What follows belongs to an exercise in optimizing a design on an open flow for small area; a production flow would make more cautious choices. Function was checked by simulation only, so behaviour that the tests miss may differ from the original.

===== design.v =====
package qrisc_pkg;
    typedef logic [5-1:0] reg_addr_t;
    typedef enum logic [3:0] {
        OP_NOP    = 4'd0,
        OP_LDR    = 4'd1,
        OP_STR    = 4'd2,
        OP_JMPUNC = 4'd3,
        OP_JMPF   = 4'd4,
        OP_ALU    = 4'd5,
        OP_LDRF   = 4'd6    
    } opcode_e;
    typedef enum logic [3:0] {
        ALU_NONE,
        ALU_AND,
        ALU_OR,
        ALU_XOR,
        ALU_ADD,
        ALU_MUL,
        ALU_SHL,
        ALU_SHR,
        ALU_CMP
    } alu_op_e;
    typedef enum logic [2:0] {
        JMP_NONE,
        JMP_UNC,
        JMP_Z,
        JMP_NZ,
        JMP_C,
        JMP_NC
    } jump_e;
    typedef struct packed {
        logic                      write_reg;
        reg_addr_t                 dst_r;
        logic [32-1:0]  val_dst;
        logic                      incr_r2_enable;
        reg_addr_t                 src_r2;
        logic [32-1:0]  val_r2;
    } wb_t;
    typedef struct packed {
        reg_addr_t r1;
        reg_addr_t r2;
        reg_addr_t dst;
    } rd_addr_t;
    typedef struct packed {
        logic [32-1:0] val_r1;
        logic [32-1:0] val_r2;
        logic [32-1:0] val_dst;
    } operand_t;
    typedef struct packed {
        reg_addr_t                        dst_r;
        reg_addr_t                        src_r1;
        reg_addr_t                        src_r2;
        logic [32-1:0]         val_r1;
        logic [32-1:0]         val_r2;
        logic [32-1:0]         val_dst;
        logic signed [4-1:0]  incr_r2;
        logic                             incr_r2_enable;
        logic                             read_mem;
        logic                             write_mem;
        logic                             write_reg;
        alu_op_e                          alu_op;
        jump_e                            jmp_cond;
        logic                             ldrf_op;
    } pipe_t;
endpackage
`timescale 1ns/1ns
module rf_wsel (
    input  logic         reset,
    input  logic [75:0]  wb_ex,
    input  logic [75:0]  wb_mem,
    output logic [31:0]  ns_h,
    output logic [31:0]  ns_m,
    output logic [31:0]  ns_i,
    output logic [31:0]  ns_e
);
    genvar k;
    generate
        for (k = 0; k < 32; k++) begin : g_reg
            logic hit_e, hit_i, hit_m;
            assign hit_e = wb_ex[75]  && (wb_ex[74:70]  == k[4:0]);
            assign hit_i = wb_ex[37]  && (wb_ex[36:32]  == k[4:0]);
            assign hit_m = wb_mem[75] && (wb_mem[74:70] == k[4:0]);
            assign ns_m[k] = !(reset || hit_m);
            assign ns_i[k] = !(!reset && !hit_m && hit_i);
            assign ns_e[k] = !(!reset && !hit_m && !hit_i && hit_e);
            assign ns_h[k] = !(!reset && !hit_m && !hit_i && !hit_e);
        end
    endgenerate
endmodule
module rf_wbit (
    input  logic q,
    input  logic ns_h,
    input  logic ns_m,
    input  logic ns_i,
    input  logic ns_e,
    input  logic m,
    input  logic i,
    input  logic e,
    output logic d
);
    logic p0, p1;
    oai22 u0 (.a1 (ns_h), .a2 (q), .b1 (ns_m), .b2 (m), .y (p0));
    oai22 u1 (.a1 (ns_i), .a2 (i), .b1 (ns_e), .b2 (e), .y (p1));
    nor2  u2 (.a (p0), .b (p1), .y (d));
endmodule
module rf_rbit (
    input  logic [31:0] dec,
    input  logic [31:0] r,
    output logic        rv
);
    logic [11:0] g;
    logic [2:0]  t;
    genvar j;
    generate
        for (j = 0; j < 10; j++) begin : g_aoi
            aoi222 a (.a1 (dec[3*j]),   .a2 (r[3*j]),
                      .b1 (dec[3*j+1]), .b2 (r[3*j+1]),
                      .c1 (dec[3*j+2]), .c2 (r[3*j+2]), .y (g[j]));
        end
    endgenerate
    nand2 a10 (.a (dec[30]), .b (r[30]), .y (g[10]));
    nand2 a11 (.a (dec[31]), .b (r[31]), .y (g[11]));
    nand4 n0 (.a (g[0]), .b (g[1]), .c (g[2]), .d (g[3]), .y (t[0]));
    nand4 n1 (.a (g[4]), .b (g[5]), .c (g[6]), .d (g[7]), .y (t[1]));
    nand4 n2 (.a (g[8]), .b (g[9]), .c (g[10]), .d (g[11]), .y (t[2]));
    or3   o0 (.a (t[0]), .b (t[1]), .c (t[2]), .y (rv));
endmodule
module oai22 (input logic a1, a2, b1, b2, output logic y);
    assign y = !((a1 | a2) & (b1 | b2));
endmodule
module aoi222 (input logic a1, a2, b1, b2, c1, c2, output logic y);
    assign y = !((a1 & a2) | (b1 & b2) | (c1 & c2));
endmodule
module nand4 (input logic a, b, c, d, output logic y);
    assign y = !(a & b & c & d);
endmodule
module nand3 (input logic a, b, c, output logic y);
    assign y = !(a & b & c);
endmodule
module nand2 (input logic a, b, output logic y);
    assign y = !(a & b);
endmodule
module nor2 (input logic a, b, output logic y);
    assign y = !(a | b);
endmodule
module or3 (input logic a, b, c, output logic y);
    assign y = a | b | c;
endmodule
`timescale 1ns/1ns
module operand_forward (
    input  logic [4:0]   addr,
    input  logic [75:0]  wb_ex,
    input  logic [75:0]  wb_mem,
    output logic         g_m,
    output logic         g_e,
    output logic         g_i,
    output logic         none
);
    logic f_m, f_e, f_i;
    assign f_m  = wb_mem[75] && (wb_mem[74:70] == addr);
    assign f_e  = wb_ex[75]  && (wb_ex[74:70]  == addr);
    assign f_i  = wb_ex[37]  && (wb_ex[36:32]  == addr);
    assign g_m  = f_m;
    assign g_e  = !f_m && f_e;
    assign g_i  = !f_m && !f_e && f_i;
    assign none = !f_m && !f_e && !f_i;
endmodule
module out_bit8 (
    input  logic [7:0] sel,
    input  logic [7:0] src,
    output logic       y
);
    logic [3:0] g;
    aoi222 a0 (.a1 (sel[0]), .a2 (src[0]), .b1 (sel[1]), .b2 (src[1]),
               .c1 (sel[2]), .c2 (src[2]), .y (g[0]));
    aoi222 a1 (.a1 (sel[3]), .a2 (src[3]), .b1 (sel[4]), .b2 (src[4]),
               .c1 (sel[5]), .c2 (src[5]), .y (g[1]));
    nand2  a2 (.a (sel[6]), .b (src[6]), .y (g[2]));
    nand2  a3 (.a (sel[7]), .b (src[7]), .y (g[3]));
    nand4  n0 (.a (g[0]), .b (g[1]), .c (g[2]), .d (g[3]), .y (y));
endmodule
module out_bit7 (
    input  logic [6:0] sel,
    input  logic [6:0] src,
    output logic       y
);
    logic [2:0] g;
    aoi222 a0 (.a1 (sel[0]), .a2 (src[0]), .b1 (sel[1]), .b2 (src[1]),
               .c1 (sel[2]), .c2 (src[2]), .y (g[0]));
    aoi222 a1 (.a1 (sel[3]), .a2 (src[3]), .b1 (sel[4]), .b2 (src[4]),
               .c1 (sel[5]), .c2 (src[5]), .y (g[1]));
    nand2  a2 (.a (sel[6]), .b (src[6]), .y (g[2]));
    nand3  n0 (.a (g[0]), .b (g[1]), .c (g[2]), .y (y));
endmodule
module out_bit6 (
    input  logic [5:0] sel,
    input  logic [5:0] src,
    output logic       y
);
    logic [1:0] g;
    aoi222 a0 (.a1 (sel[0]), .a2 (src[0]), .b1 (sel[1]), .b2 (src[1]),
               .c1 (sel[2]), .c2 (src[2]), .y (g[0]));
    aoi222 a1 (.a1 (sel[3]), .a2 (src[3]), .b1 (sel[4]), .b2 (src[4]),
               .c1 (sel[5]), .c2 (src[5]), .y (g[1]));
    nand2  n0 (.a (g[0]), .b (g[1]), .y (y));
endmodule
`timescale 1ns/1ns
module instr_decoder (
    input  logic         reset,
    input  logic         stall,
    input  logic [31:0]  instruction,
    input  logic [75:0]  wb_ex,
    input  logic [75:0]  wb_mem,
    output logic         hold,
    output logic [6:0]   s_r1,       
    output logic [4:0]   s_r2,       
    output logic [6:0]   s_dh,       
    output logic [6:0]   s_dl,
    output logic [30:0]  ctrl        
);
    logic [3:0] op;
    logic [1:0] sub;
    logic [2:0] ic;
    logic       rofs;
    logic [4:0] dst, src1, src2;
    logic op1, op2, op3, op4, op5, op6;
    logic s0, s1, s2, s3;
    logic valid, ld;
    assign op   = instruction[31:28];
    assign sub  = instruction[27:26];
    assign rofs = instruction[25];
    assign ic   = instruction[24:22];
    assign dst  = instruction[4:0];
    assign src1 = instruction[9:5];
    assign src2 = instruction[14:10];
    assign op1 = (op == 4'd1);
    assign op2 = (op == 4'd2);
    assign op3 = (op == 4'd3);
    assign op4 = (op == 4'd4);
    assign op5 = (op == 4'd5);
    assign op6 = (op == 4'd6);
    assign s0  = (sub == 2'd0);
    assign s1  = (sub == 2'd1);
    assign s2  = (sub == 2'd2);
    assign s3  = (sub == 2'd3);
    assign valid = op1 | op2 | op3 | op4 | op5 | op6;
    assign ld   = !reset && !stall;
    assign hold = !reset && stall;
    logic gm_a, ge_a, gi_a, nf_a;
    logic gm_b, ge_b, gi_b, nf_b;
    logic gm_c, ge_c, gi_c, nf_c;
    operand_forward fwd_a (.addr (src1), .wb_ex (wb_ex), .wb_mem (wb_mem),
                           .g_m (gm_a), .g_e (ge_a), .g_i (gi_a), .none (nf_a));
    operand_forward fwd_b (.addr (src2), .wb_ex (wb_ex), .wb_mem (wb_mem),
                           .g_m (gm_b), .g_e (ge_b), .g_i (gi_b), .none (nf_b));
    operand_forward fwd_c (.addr (dst),  .wb_ex (wb_ex), .wb_mem (wb_mem),
                           .g_m (gm_c), .g_e (ge_c), .g_i (gi_c), .none (nf_c));
    logic r1_tgt, r1_pc, r1_c, r1_a;
    assign r1_tgt = op3 && s0;
    assign r1_pc  = (op3 && (s1 || s2)) || op4;
    assign r1_c   = op3 && s3;
    assign r1_a   = valid && !op3 && !op4;
    assign s_r1 = {ld && r1_tgt, ld && r1_pc,
                   ld && ((r1_a && gi_a) || (r1_c && gi_c)),
                   ld && ((r1_a && ge_a) || (r1_c && ge_c)),
                   ld && ((r1_a && gm_a) || (r1_c && gm_c)),
                   ld && r1_c && nf_c, ld && r1_a && nf_a};
    logic use_ofs, zero_r2, r2_imm, r2_b;
    assign use_ofs = (op1 && s3) || op2 || (op3 && (s1 || s2)) || op4;
    assign zero_r2 = op3 && (s0 || s3);
    assign r2_imm  = use_ofs && !rofs;
    assign r2_b    = valid && !zero_r2 && !r2_imm;
    assign s_r2 = {ld && r2_imm, ld && r2_b && gi_b, ld && r2_b && ge_b,
                   ld && r2_b && gm_b, ld && r2_b && nf_b};
    logic d_pc, d_a, d_hh, d_lh, d_ch, d_cl;
    assign d_pc = op3 && s2;
    assign d_a  = op1 && s0;
    assign d_hh = op1 && s1;
    assign d_lh = op1 && s2;
    assign d_ch = valid && !d_pc && !d_a && !d_hh;
    assign d_cl = valid && !d_pc && !d_a && !d_lh;
    assign s_dh = {ld && d_hh, ld && d_pc,
                   ld && ((d_a && gi_a) || (d_ch && gi_c)),
                   ld && ((d_a && ge_a) || (d_ch && ge_c)),
                   ld && ((d_a && gm_a) || (d_ch && gm_c)),
                   ld && d_a && nf_a, ld && d_ch && nf_c};
    assign s_dl = {ld && d_lh, ld && d_pc,
                   ld && ((d_a && gi_a) || (d_cl && gi_c)),
                   ld && ((d_a && ge_a) || (d_cl && ge_c)),
                   ld && ((d_a && gm_a) || (d_cl && gm_c)),
                   ld && d_a && nf_a, ld && d_cl && nf_c};
    logic [3:0] incr;
    logic       incr_en, write_reg;
    logic [3:0] alu_op;
    logic [2:0] jmp;
    always_comb begin
        case (ic)
            3'd1:    incr = 4'd1;
            3'd2:    incr = 4'd2;
            3'd3:    incr = 4'd4;
            3'd5:    incr = 4'hf;
            3'd6:    incr = 4'he;
            3'd7:    incr = 4'hc;
            default: incr = 4'd0;
        endcase
    end
    assign incr_en = (op1 && (s1 || s2)) ? 1'b0 :
                     (op3 && s0)         ? 1'b0 :
                     ((op1 && s3) || op2 || op3 || op4) ? rofs :
                     (ic[1:0] != 2'b00);
    assign write_reg = (op1 && s0) ? (dst != src1) :
                       op1 || (op3 && s2) || op6 || (op5 && (instruction[27:25] != 3'd7));
    assign alu_op = op5 ? ({1'b0, instruction[27:25]} + 4'd1) : 4'd0;
    assign jmp    = op3 ? 3'd1 : (op4 || op6) ? ({1'b0, sub} + 3'd2) : 3'd0;
    logic [30:0] c;
    assign c = {dst, src1, src2, incr, incr_en, op1 && s3, op2, write_reg, alu_op, jmp, op6};
    assign ctrl = (ld && valid) ? c : 31'd0;
endmodule
`timescale 1ns/1ns
module qrisc_decode_stage (
    input  logic                      clk,
    input  logic                      reset,
    input  logic [32-1:0]  instruction,
    input  logic [32-1:0]  pc,
    input  logic                      stall,       
    input  logic [75:0]               wb_ex,       
    input  logic [75:0]               wb_mem,      
    output logic [126:0]              pipe_out     
);
    logic [31:0] regs [32];
    logic [31:0] ns_h, ns_m, ns_i, ns_e;
    logic [31:0] m_data;
    rf_wsel rf_wsel_i (
        .reset (reset), .wb_ex (wb_ex), .wb_mem (wb_mem),
        .ns_h (ns_h), .ns_m (ns_m), .ns_i (ns_i), .ns_e (ns_e));
    assign m_data = reset ? 32'd0 : wb_mem[69:38];
    genvar k, b;
    generate
        for (k = 0; k < 32; k++) begin : g_reg
            logic [31:0] d;
            for (b = 0; b < 32; b++) begin : g_bit
                rf_wbit wbit (
                    .q (regs[k][b]), .ns_h (ns_h[k]), .ns_m (ns_m[k]), .ns_i (ns_i[k]),
                    .ns_e (ns_e[k]), .m (m_data[b]), .i (wb_ex[b]), .e (wb_ex[38+b]),
                    .d (d[b]));
            end
            always_ff @(posedge clk)
                regs[k] <= d;
        end
    endgenerate
    logic [31:0] dec_a, dec_b, dec_c;
    generate
        for (k = 0; k < 32; k++) begin : g_dec
            assign dec_a[k] = (instruction[9:5]   == k[4:0]);
            assign dec_b[k] = (instruction[14:10] == k[4:0]);
            assign dec_c[k] = (instruction[4:0]   == k[4:0]);
        end
    endgenerate
    logic        hold;
    logic [6:0]  s_r1, s_dh, s_dl;
    logic [4:0]  s_r2;
    logic [30:0] ctrl;
    instr_decoder instr_decoder_i (
        .reset       (reset),
        .stall       (stall),
        .instruction (instruction),
        .wb_ex       (wb_ex),
        .wb_mem      (wb_mem),
        .hold        (hold),
        .s_r1        (s_r1),
        .s_r2        (s_r2),
        .s_dh        (s_dh),
        .s_dl        (s_dl),
        .ctrl        (ctrl)
    );
    logic [31:0] imm;
    assign imm = {{17{instruction[24]}}, instruction[24:10]};
    logic [126:0] pipe_q;
    logic [126:0] nxt;
    generate
        for (b = 0; b < 32; b++) begin : g_val
            logic [31:0] rb;
            logic        rv_a, rv_b, rv_c;
            logic        m, e, i;
            for (k = 0; k < 32; k++) begin : g_k
                assign rb[k] = regs[k][b];
            end
            assign m = wb_mem[38+b];
            assign e = wb_ex[38+b];
            assign i = wb_ex[b];
            rf_rbit rd_a (.dec (dec_a), .r (rb), .rv (rv_a));
            rf_rbit rd_b (.dec (dec_b), .r (rb), .rv (rv_b));
            rf_rbit rd_c (.dec (dec_c), .r (rb), .rv (rv_c));
            if (b < 26) begin : g_r1t
                out_bit8 r1_bit (
                    .sel ({hold, s_r1}),
                    .src ({pipe_q[80+b], instruction[b], pc[b], i, e, m, rv_c, rv_a}),
                    .y   (nxt[80+b]));
            end else begin : g_r1
                out_bit7 r1_bit (
                    .sel ({hold, s_r1[5:0]}),
                    .src ({pipe_q[80+b], pc[b], i, e, m, rv_c, rv_a}),
                    .y   (nxt[80+b]));
            end
            out_bit6 r2_bit (
                .sel ({hold, s_r2}),
                .src ({pipe_q[48+b], imm[b], i, e, m, rv_b}),
                .y   (nxt[48+b]));
            out_bit8 dst_bit (
                .sel ({hold, (b >= 16) ? s_dh : s_dl}),
                .src ({pipe_q[16+b], instruction[5 + (b % 16)], pc[b], i, e, m, rv_a, rv_c}),
                .y   (nxt[16+b]));
        end
    endgenerate
    assign nxt[126:112] = ctrl[30:16] | ({15{hold}} & pipe_q[126:112]);
    assign nxt[15:0]    = ctrl[15:0]  | ({16{hold}} & pipe_q[15:0]);
    always_ff @(posedge clk)
        pipe_q <= nxt;
    assign pipe_out = pipe_q;
endmodule

===== run.sh =====
#!/bin/bash
# synth_recipe.tcl (not shown) runs the flow's synth.tcl, then flattens the netlist and writes it again
# the make line also repeats each setting of config.mk as NAME=value (left out here)
make -C /OpenROAD-flow-scripts/flow DESIGN_CONFIG=/design/flow/config.mk WORK_HOME=/design/flow/orfs CLKGATE_MAP_FILE= SYNTH_SCRIPT=/design/flow/synth_recipe.tcl finish

===== config.mk =====
export PLATFORM = sky130hd
export DESIGN_NAME = qrisc_decode_stage
export DESIGN_NICKNAME = qrisc_decode_stage
export VERILOG_FILES = /design/flow/design.v
export SDC_FILE = /design/flow/constraint.sdc
export NUM_CORES = 4
export LEC_CHECK = 0
export CAP_MARGIN = 20
export CELL_PAD_IN_SITES_DETAIL_PLACEMENT = 1
export CORE_MARGIN = 2
export CORE_UTILIZATION = 40
export CTS_CLUSTER_DIAMETER = 100
export CTS_CLUSTER_SIZE = 25
export PLACE_DENSITY = 0.5
export SLEW_MARGIN = 20
export SYNTH_HIERARCHICAL = 1
export SYNTH_MINIMUM_KEEP_SIZE = 0

===== constraint.sdc =====
create_clock -name core_clock -period 5.0 [get_ports {clk}]
set_input_delay 1.0000 -clock core_clock [delete_from_list [all_inputs] [get_ports {clk}]]
set_output_delay 1.0000 -clock core_clock [all_outputs]
set_load 0.01 [all_outputs]

==> run summary <==
[sequential cells by signal, summed over array words and instances, names as in the netlist]
register  flops
regs       1024
pipe_q      127
[report_power, final]
part,total [W],switching [W],internal [W]
registers,0.0112,0.00111,0.0101
clock network,0.00581,0.00365,0.00216
logic,0.00479,0.00333,0.00146
total,0.0218,0.00809,0.0137
[cell families after synthesis]
| kind of cell | after synthesis | share of synthesized area (%) |
|---|---|---|
| muxes | 3 | 0.0523 |
| and+or+nand+nor | 2330 | 18.0 |
| AOI/OAI and AO/OA | 3289 | 41.9 |
| DFF | 1151 | 38.5 |
| buffers and inverters | 76 | 0.673 |
| xor gates and xnor gates | 52 | 0.761 |
| adders and majority gates | 6 | 0.125 |
[Yosys stat by module (local to each module, per instance), a selection]
module | flops+latches | cell area [um^2] | times used | cells
nor2 | 0 | 3.75 | 1024 | 1
oai22 | 0 | 6.26 | 2048 | 1
nand2 | 0 | 3.75 | 346 | 1
nand3 | 0 | 5.00 | 6 | 1
instr_decoder | 0 | 988 | 1 | 149
or3 | 0 | 6.26 | 96 | 1
nand4 | 0 | 6.26 | 346 | 1
operand_forward | 0 | 189 | 3 | 24
[worst paths after layout]
| check | startpoint | to | slack, ps | cells after the start |
|---|---|---|---|---|
| max | instruction[8] | pipe_q[100]$_DFF_P_ | 330 | 9 |
| min | pipe_q[1]$_DFF_P_ | pipe_q[1]$_DFF_P_ | 460 | 1 |
| max reg2reg | regs[15][19]$_DFF_P_ | pipe_q[35]$_DFF_P_ | 2210 | 5 |
| min reg2reg | pipe_q[1]$_DFF_P_ | pipe_q[1]$_DFF_P_ | 460 | 1 |
[routing by layer]
layer,share of wire (%),GRT usage (%)
met5,0.15,1.69
met4,12,50.7
met3,18,30.4
met2,37,75.3
met1,33,67.9
[synth_stat cells, types with 10 or more instances]
cell type | n | area [um^2]
a21o_1 | 32 | 240
a21oi_1 | 14 | 70.1
a21oi_2 | 20 | 175
a222oi_1 | 1152 | 11500
and2_1 | 17 | 106
and3_1 | 18 | 113
buf_2 | 19 | 95.1
clkbuf_1 | 29 | 109
dfxtp_1 | 1151 | 23000
nand2_1 | 459 | 1720
nand3_1 | 82 | 410
nand3b_1 | 10 | 75.1
nand4_1 | 380 | 2380
nor2_1 | 1136 | 4260
nor2b_1 | 43 | 269
o22ai_1 | 2051 | 12800
or3_1 | 100 | 626
xnor2_1 | 13 | 114
xor2_1 | 39 | 342
[through the flow]
stage | utilization (%) | hold WS, ps | area (um^2) | std cells | setup slack (ps)
2_1_floorplan | - | 495 | 59800 | 6907 | 224
3_3_place_gp | 47.3 | 437 | 70200 | 9519 | 76.1
3_5_place_dp | 47.4 | 442 | 70300 | 9525 | 42.4
4_1_cts | 48.5 | 467 | 71900 | 9606 | 825
5_1_grt | 48.9 | 484 | 72400 | 9631 | 532
6_report | 48.9 | 462 | 72500 | 9661 | 327
[cell type report]
cell class | count | area (um^2)
Fill cell | 17300 | 75700
Clock buffer | 65 | 1480
Timing Repair Buffer | 777 | 7440
Antenna cell | 36 | 90.1
Tap cell | 1930 | 2410
Clock inverter | 16 | 174
Multi-Input combinational cell | 5680 | 37800
Sequential cell | 1151 | 23000
Inverter | 6 | 22.5
==> results_dict.tcl <==
set metrics [dict create \
    slew_headroom_pct 6.39 \
    area_growth_pct 21.1 \
    cts_tree "built" \
    powerDensity_mw_per_mm2 301 \
    port-buffer-count 307 \
    wire_per_inst_um 48.2 \
    ys_seq_area_share_pct 38.5 \
    postRouteAntennaNets 0 \
    max-clock-path-buffers 3 \
    synth.distinct_cells 58 \
    drc 0 \
    vias 87800 \
    fin_crit_sh_pct 93.5 \
    grt-ovfl-total 0 \
    hp-class "register to register" \
    cts_hold_buf 0 \
    die_height_um 391 \
    layout_common_cells "o22ai_1, a222oi_1, dfxtp_1" \
    syn_area_mm2 0.0598 \
    cts_num_sinks 1151 \
    path_delay_family "simple AND/OR/NAND/NOR gates" \
    firstDrtPassIters 22 \
    fin_worst_skew_ps 52.5 \
    drive_above_1_share_pct 11.4 \
    worst_ep_arrival_time_ps 5320 \
    synthesis.nets 7132 \
    grt_usage_pct 57.8 \
    wl_mm 466 \
    crit_required_ps 5650 \
    slew_violations 0 \
    gp_congestion 1.07 \
    critPathMaxFanout 26 \
    clk_pin_slew_ps 100 \
    crit_path_start_kind "input pin" \
    critPathSlowestCell "clkdlybuf4s50_1" \
    fmax_mhz 214 \
    coreArea_mm2 0.148 \
    grt_first_pass_wirelength_mm 637 \
    cts_buffers 56 \
    path_cells "clkdlybuf4s50_1, or3_1, nor2_4, buf_4, a222oi_1, nand4_1, or3_1, a222oi_1, nand4_1" \
    finalHoldViolCount 0 \
    max_stage_delay_ps 860 \
    post-route-min-period_ps 4670 \
    drtIter0Drc 23200 \
    grt_pass1_vias 82500 \
    worstMarginPinSlew_ps 1400 \
    die_x_um 391 \
    postSynth.asyncResetShare_pct 0 \
    ios 346 \
    cts_root_buffer "clkbuf_16" \
    yosys_warnings 10 \
    clkLatencyLatePin_ps 820 \
    ir_drop_uv 303 \
    nNetsFinal 7897 \
    layout_commonest_cell "o22ai_1" \
    cp-end-kind "register" \
    critPathKind "input pin to register" \
    leakage_nw 25.3 \
    ys_ff_latch 1151 \
    post_cts_resized 0 \
    setup_tns_ps 0 \
    cts_setup_buffers 0 \
    dieArea_mm2 0.153 \
    synth_cells 6907 \
    power.total_w 0.0218 \
    post-dp-hpwl_mm 290 \
    maxCapViolCount 0 \
    critPathBufInv 2 \
    synth_ff_type "dfxtp_1" \
    antenna_found_initial 40 \
    start_util_pct 40.4 \
    rows 141 \
    synth_edf_count 0 \
    grt_max_degree 39 \
    synth_area_per_cell_um2 8.66 \
    htree_levels 2 \
    rsz0062_at_grt "false" \
    setup_viol 0 \
    status "no timing/DRC/antenna violations" \
    vias_per_cell 9.09 \
]

static timing again, ports no longer ideal:
In the flow no input, the clock included, has a driving cell. The finished layout below was timed again as built, in two steps.
Step 1 assumes that a clkbuf_16 drives the clock port and a buf_2 every other input.
Step 2 moves the port delays by t, midway between the first and last clock arrival at a register: inputs arrive t later, outputs are due t later. That takes back most of the time a late clock gives input paths.
Slacks: no drivers / after step 1 / after step 2; pairs: no drivers / after step 1.
t, ns: 0.888
setup slack, ns: 0.327 / 0.365 / -0.523
pins driven straight from the clock port: 1
Met with ideal ports but missed after step 2: setup timing in this run. The setup slack of this run moves by +0.038 ns with the drivers and by -0.850 ns with both steps.
